Source: an optimization exercise on an open RTL-to-GDS flow (aim: small area, a short achievable clock period and few clock cycles). Production flows keep margins and buffers that such runs may drop. The RTL was checked by simulation tests, not by an equivalence proof against the original design. Power and IR drop assume default switching activity.

## cpu_top
module cpu_top (
	input  logic                    clk,
	input  logic                    mem_read_ready_stor_reset,
	output cpu_isa_pkg::word_t      prog_addr,
	input  cpu_isa_pkg::word_t      prog_data,
	output logic                    mem_req,
	output logic                    mem_we,
	output cpu_core_pkg::mem_addr_t mem_addr,
	output cpu_isa_pkg::word_t      mem_wdata,
	input  cpu_isa_pkg::word_t      mem_rdata,
	input  logic                    mem_ready,
	output logic                    halted
);
	cpu_isa_pkg::reg_idx_t ra_idx;
	cpu_isa_pkg::word_t ra_data;
	cpu_isa_pkg::reg_idx_t rb_idx;
	cpu_isa_pkg::word_t rb_data;
	cpu_isa_pkg::reg_idx_t wr_idx;
	cpu_isa_pkg::word_t wr_data;
	logic wr_en;
	cpu_isa_pkg::insn_u alu_insn;
	cpu_isa_pkg::word_t alu_result;
	cpu_isa_pkg::word_t mul_r0;
	cpu_isa_pkg::word_t mul_r1;
	cpu_isa_pkg::word_t mul_r2;
	cpu_isa_pkg::word_t mul_r0_q;
	cpu_isa_pkg::word_t mul_r1_q;
	cpu_isa_pkg::word_t mul_r2_q;
	cpu_isa_pkg::word_t alu_a;
	cpu_isa_pkg::word_t alu_b;
	cpu_control cpu_control_i (
		.clk                       (clk),
		.mem_read_ready_stor_reset (mem_read_ready_stor_reset),
		.prog_addr                 (prog_addr),
		.prog_data                 (prog_data),
		.ra_idx                    (ra_idx),
		.ra_data                   (ra_data),
		.rb_idx                    (rb_idx),
		.rb_data                   (rb_data),
  ...
export LEC_CHECK = 0
export CAP_MARGIN = 20
export CORE_MARGIN = 2
export CORE_UTILIZATION = 40
export CTS_CLUSTER_DIAMETER = 110
export CTS_CLUSTER_SIZE = 24
export SLEW_MARGIN = 20
create_clock -name core_clock -period 10.0 [get_ports {clk}]
standard.sh (not shown) runs the stock make flow with config.mk's settings and CLKGATE_MAP_FILE= SYNTH_SCRIPT=/design/flow/synth_recipe.tcl, a recipe that flattens the netlist after the stock synthesis.
==> flow/flow/run.sh <==
#!/bin/bash
# Standard ORFS layout, with repair_timing aiming for extra setup slack and
# plain buffers (instead of delay cells) on the ports
set -euo pipefail
bash standard.sh SETUP_SLACK_MARGIN=6.5 "BUFFER_PORTS_ARGS=-buffer_cell sky130_fd_sc_hd__buf_2" finish > standard_flow.log 2>&1
Testbench counts at the start, summed over its fixed seeds: cycles 11,716.
==> next run, changes <==
- ABC_AREA: default -> 1
After rerunning: Synthesized cell count increases by 23%; power decreases by 6.6%; synthesized area barely changes; design area decreases by 2.1%; core utilization decreases by 0.96 points; final cell count increases by 18%; wire length decreases by 1.5%; critical path depth decreases by 1; non-clock buffer count decreases by 47.


cpu_top, a different RTL version from the one above (not shown whole).
For scale: ~2000 cells after synthesis, roughly 380 flip-flops, ~85 I/O pins.
// cpu_top
module cpu_top (
	input  logic                    clk,
	input  logic                    mem_read_ready_stor_reset,
	output cpu_isa_pkg::word_t      prog_addr,
	input  cpu_isa_pkg::word_t      prog_data,
	output logic                    mem_req,
	output logic                    mem_we,
	output cpu_core_pkg::mem_addr_t mem_addr,
	output cpu_isa_pkg::word_t      mem_wdata,
	input  cpu_isa_pkg::word_t      mem_rdata,
	input  logic                    mem_ready,
	output logic                    halted
);
	cpu_isa_pkg::reg_idx_t ra_idx;
	cpu_isa_pkg::word_t ra_data;
	cpu_isa_pkg::reg_idx_t rb_idx;
	cpu_isa_pkg::word_t rb_data;
	cpu_isa_pkg::reg_idx_t wr_idx;
	cpu_isa_pkg::word_t wr_data;
	logic wr_en;
	cpu_isa_pkg::insn_u alu_insn;
	cpu_isa_pkg::word_t alu_result;
	cpu_isa_pkg::word_t mul_ls;
	cpu_isa_pkg::word_t mul_lc;
	cpu_isa_pkg::word_t mul_ls_q;
	cpu_isa_pkg::word_t mul_lc_q;
	logic [7:0] mul_hs;
	logic [7:0] mul_hc;
	logic [7:0] mul_hs_q;
	logic [7:0] mul_hc_q;
	cpu_isa_pkg::word_t alu_a;
	cpu_isa_pkg::word_t alu_b;
	cpu_control cpu_control_i (
		.clk                       (clk),
		.mem_read_ready_stor_reset (mem_read_ready_stor_reset),
		.prog_addr                 (prog_addr),
		.prog_data                 (prog_data),
		.ra_idx                    (ra_idx),
		.ra_data                   (ra_data),
		.rb_idx                    (rb_idx),
		.rb_data                   (rb_data),
		.wr_idx                    (wr_idx),
		.wr_data                   (wr_data),
		.wr_en                     (wr_en),
		.alu_insn                  (alu_insn),
		.alu_a                     (alu_a),
		.alu_b                     (alu_b),
		.alu_result                (alu_result),
		.mul_ls                    (mul_ls),
  ...
Settings: LEC_CHECK=0, CAP_MARGIN=20, CORE_MARGIN=2, CORE_UTILIZATION=40, SLEW_MARGIN=20; clock period 10.0 ns.
Scripts as last shown in full above: flow/flow/run.sh
The baseline finished with timing, DRC and antenna clean.
Testbench counts at the start, summed over its fixed seeds: cycles 12,249.
Rerun with:
==> flow/flow/run.sh (replaced) <==
#!/bin/bash
# Standard ORFS layout, with repair_timing aiming for extra setup slack and
# plain buffers (instead of delay cells) on the ports
set -euo pipefail
bash standard.sh SETUP_SLACK_MARGIN=6.8 "BUFFER_PORTS_ARGS=-buffer_cell sky130_fd_sc_hd__buf_2" finish > standard_flow.log 2>&1
Settings changed: CAP_MARGIN 20 to 5, SLEW_MARGIN 20 to 5.
Result:
- via count goes up by a few percent
- worst hold slack gets worse by 15 ps
- setup slack gets better by 25 ps
- sequential cell count is unchanged
- wire length goes up by a few percent
- non-clock buffer count goes up by 145
- sequential power hardly moves
- first-iteration DRC count goes up by roughly a tenth
- design area goes up by roughly a tenth
- synthesized cell count is unchanged
- final cell count goes up by a few percent
Rerun with:
==> flow/flow/run.sh (replaced) <==
#!/bin/bash
# Standard ORFS layout, with repair_timing aiming for extra setup slack and
# plain buffers (instead of delay cells) on the ports
set -euo pipefail
bash standard.sh SETUP_SLACK_MARGIN=6.2 "BUFFER_PORTS_ARGS=-buffer_cell sky130_fd_sc_hd__buf_2" finish > standard_flow.log 2>&1
Settings changed: CAP_MARGIN 5 to 20, SLEW_MARGIN 5 to 20.
Outcome: Wire length fell by 6.3%; sequential power barely changes; via count shrinks by 6.1%; setup slack got worse by 320 ps; non-clock buffer count falls by 178.
Rerun with:
==> flow/flow/run.sh (replaced) <==
#!/bin/bash
# Standard ORFS layout, with repair_timing aiming for extra setup slack and
# plain buffers (instead of delay cells) on the ports
set -euo pipefail
bash standard.sh SETUP_SLACK_MARGIN=6.5 "BUFFER_PORTS_ARGS=-buffer_cell sky130_fd_sc_hd__buf_2" finish > standard_flow.log 2>&1
Settings changed: CAP_MARGIN 20 to 5, SLEW_MARGIN 20 to 5.
Die area stays the same.
First-iteration DRC count rose by 4.4%.
Wire length hardly moves.
Via count rose by 2.1%.
Core utilization rose by 1.5 points.
Synthesized cell count is unchanged.
Global-route usage stays flat.
Register-to-register slack improves by 270 ps.
Non-clock buffer count rose by 38.
Rerun with:
Settings changed: ABC_AREA set to 1, CAP_MARGIN 5 to 20, SLEW_MARGIN 5 to 20.
The new run ran to the end with no violations.
Cell count rises by 26%.
Wire length climbs by 15%.
Cell area came out higher by 3.6%.
Critical path depth fell by 5.
Global-route usage went up by 3.1 points.


== red ==
cpu_top with an RTL version that a note above also has.
Size: roughly 85 I/O pins, ~23,000 um^2 of cells after synthesis.
// cpu_top
module cpu_top (
	input  logic                    clk,
	input  logic                    mem_read_ready_stor_reset,
	output cpu_isa_pkg::word_t      prog_addr,
	input  cpu_isa_pkg::word_t      prog_data,
	output logic                    mem_req,
	output logic                    mem_we,
	output cpu_core_pkg::mem_addr_t mem_addr,
	output cpu_isa_pkg::word_t      mem_wdata,
	input  cpu_isa_pkg::word_t      mem_rdata,
	input  logic                    mem_ready,
	output logic                    halted
);
	cpu_isa_pkg::reg_idx_t ra_idx;
	cpu_isa_pkg::word_t ra_data;
	cpu_isa_pkg::reg_idx_t rb_idx;
	cpu_isa_pkg::word_t rb_data;
	cpu_isa_pkg::reg_idx_t wr_idx;
	cpu_isa_pkg::word_t wr_data;
	logic wr_en;
	cpu_isa_pkg::insn_u alu_insn;
	cpu_isa_pkg::word_t alu_result;
	cpu_isa_pkg::word_t mul_r0;
	cpu_isa_pkg::word_t mul_r1;
	cpu_isa_pkg::word_t mul_r2;
	cpu_isa_pkg::word_t mul_r0_q;
	cpu_isa_pkg::word_t mul_r1_q;
	cpu_isa_pkg::word_t mul_r2_q;
	cpu_isa_pkg::word_t alu_a;
  ...
export LEC_CHECK = 0
export ABC_AREA = 1
export CAP_MARGIN = 20
export CORE_MARGIN = 2
export CORE_UTILIZATION = 50
export CTS_CLUSTER_DIAMETER = 110
export CTS_CLUSTER_SIZE = 24
export SLEW_MARGIN = 20
create_clock -name core_clock -period 10.0 [get_ports {clk}]
==> flow/flow/run.sh <==
#!/bin/bash
# Standard ORFS layout, with repair_timing aiming for extra setup slack and
# plain buffers (instead of delay cells) on the ports
set -euo pipefail
bash standard.sh SETUP_SLACK_MARGIN=6.5 "BUFFER_PORTS_ARGS=-buffer_cell sky130_fd_sc_hd__buf_2" finish > standard_flow.log 2>&1
Testbench counts of red, summed over its fixed seeds: cycles 11,716.
[inputs] blue vs red
- CORE_UTILIZATION changed from 50 to 40
- CTS_CLUSTER_SIZE removed (was 24)
- CTS_CLUSTER_DIAMETER removed (was 110)
Notes after the runs:
In the flow results for red and blue, the count of inverters other than clock inverters in the layout is smaller on blue. Diff blue..red | final number of hold-violating endpoints | unchanged. Combinational fraction of design power: higher on red. The more densely filled core belongs to red, not blue. Diff red and blue: met2 track utilization from global routing lower in blue. Summary of blue over red: worst hold slack fell 0.029 ns, overall power went up by 9.6%. Looking at via count of the first global-routing pass, blue sits above red. Going from red to blue, met2 layer wire length in the routed design shrank by a few percent. Final-layout clock buffer total: blue > red.
Here is what was changed in the inputs of green compared with blue.
- ABC_AREA: 1 -> unset
--- outcome ---
The number of non-clock inverters in green was lower than what blue gave. On die outline area, blue and green are basically level. Diff blue..green | combined global-route utilization of all metal layers | negligible.

## port drivers added, routing unchanged
Ports are ideal in the flow. The routed layouts listed here were re-timed in OpenROAD. Step 1: set_driving_cell puts a clkbuf_16 on clk and a buf_2 on each other input, an assumption about the parent block. Step 2 also shifts input and output timing later by t, the mid clock arrival at the registers, as if the neighbouring blocks saw the same clock. a / b / c = ideal / step 1 / step 2; a / b = the first two.
| run | t, ns | setup WS [ns] | hold WS [ns] | worst register clock-pin slew, ns |
|---|---|---|---|---|
| the first run of note 1 | 0.629 | 6.462 / 6.462 / 5.998 | 0.434 / 0.434 / 0.434 | 0.11 / 0.11 |
| the second run of note 1 | 0.640 | 6.544 / 6.544 / 6.044 | 0.434 / 0.434 / 0.434 | 0.11 / 0.11 |
| the first run of note 2 | 0.623 | 6.381 / 6.381 / 5.832 | 0.433 / 0.433 / 0.433 | 0.07 / 0.07 |
| the second run of note 2 | 0.642 | 6.406 / 6.406 / 6.101 | 0.418 / 0.418 / 0.418 | 0.07 / 0.07 |
| the third run of note 2 | 0.649 | 6.088 / 6.088 / 5.878 | 0.415 / 0.415 / 0.415 | 0.07 / 0.07 |
| the fourth run of note 2 | 0.627 | 6.358 / 6.358 / 5.836 | 0.427 / 0.427 / 0.427 | 0.07 / 0.07 |
| the fifth run of note 2 | 0.656 | 6.529 / 6.483 / 6.123 | 0.428 / 0.428 / 0.428 | 0.07 / 0.07 |
| red | 0.660 | 6.562 / 6.562 / 6.088 | 0.461 / 0.461 / 0.461 | 0.11 / 0.11 |
| blue | 0.658 | 6.410 / 6.410 / 6.047 | 0.432 / 0.432 / 0.432 | 0.07 / 0.07 |
| green | 0.656 | 6.429 / 6.429 / 5.966 | 0.420 / 0.420 / 0.420 | 0.07 / 0.07 |
After both steps setup and hold are still met in every run listed. The setup slack of the first run of note 2, which loses most, moves by 0.000 ns with the drivers and by -0.549 ns with both steps.
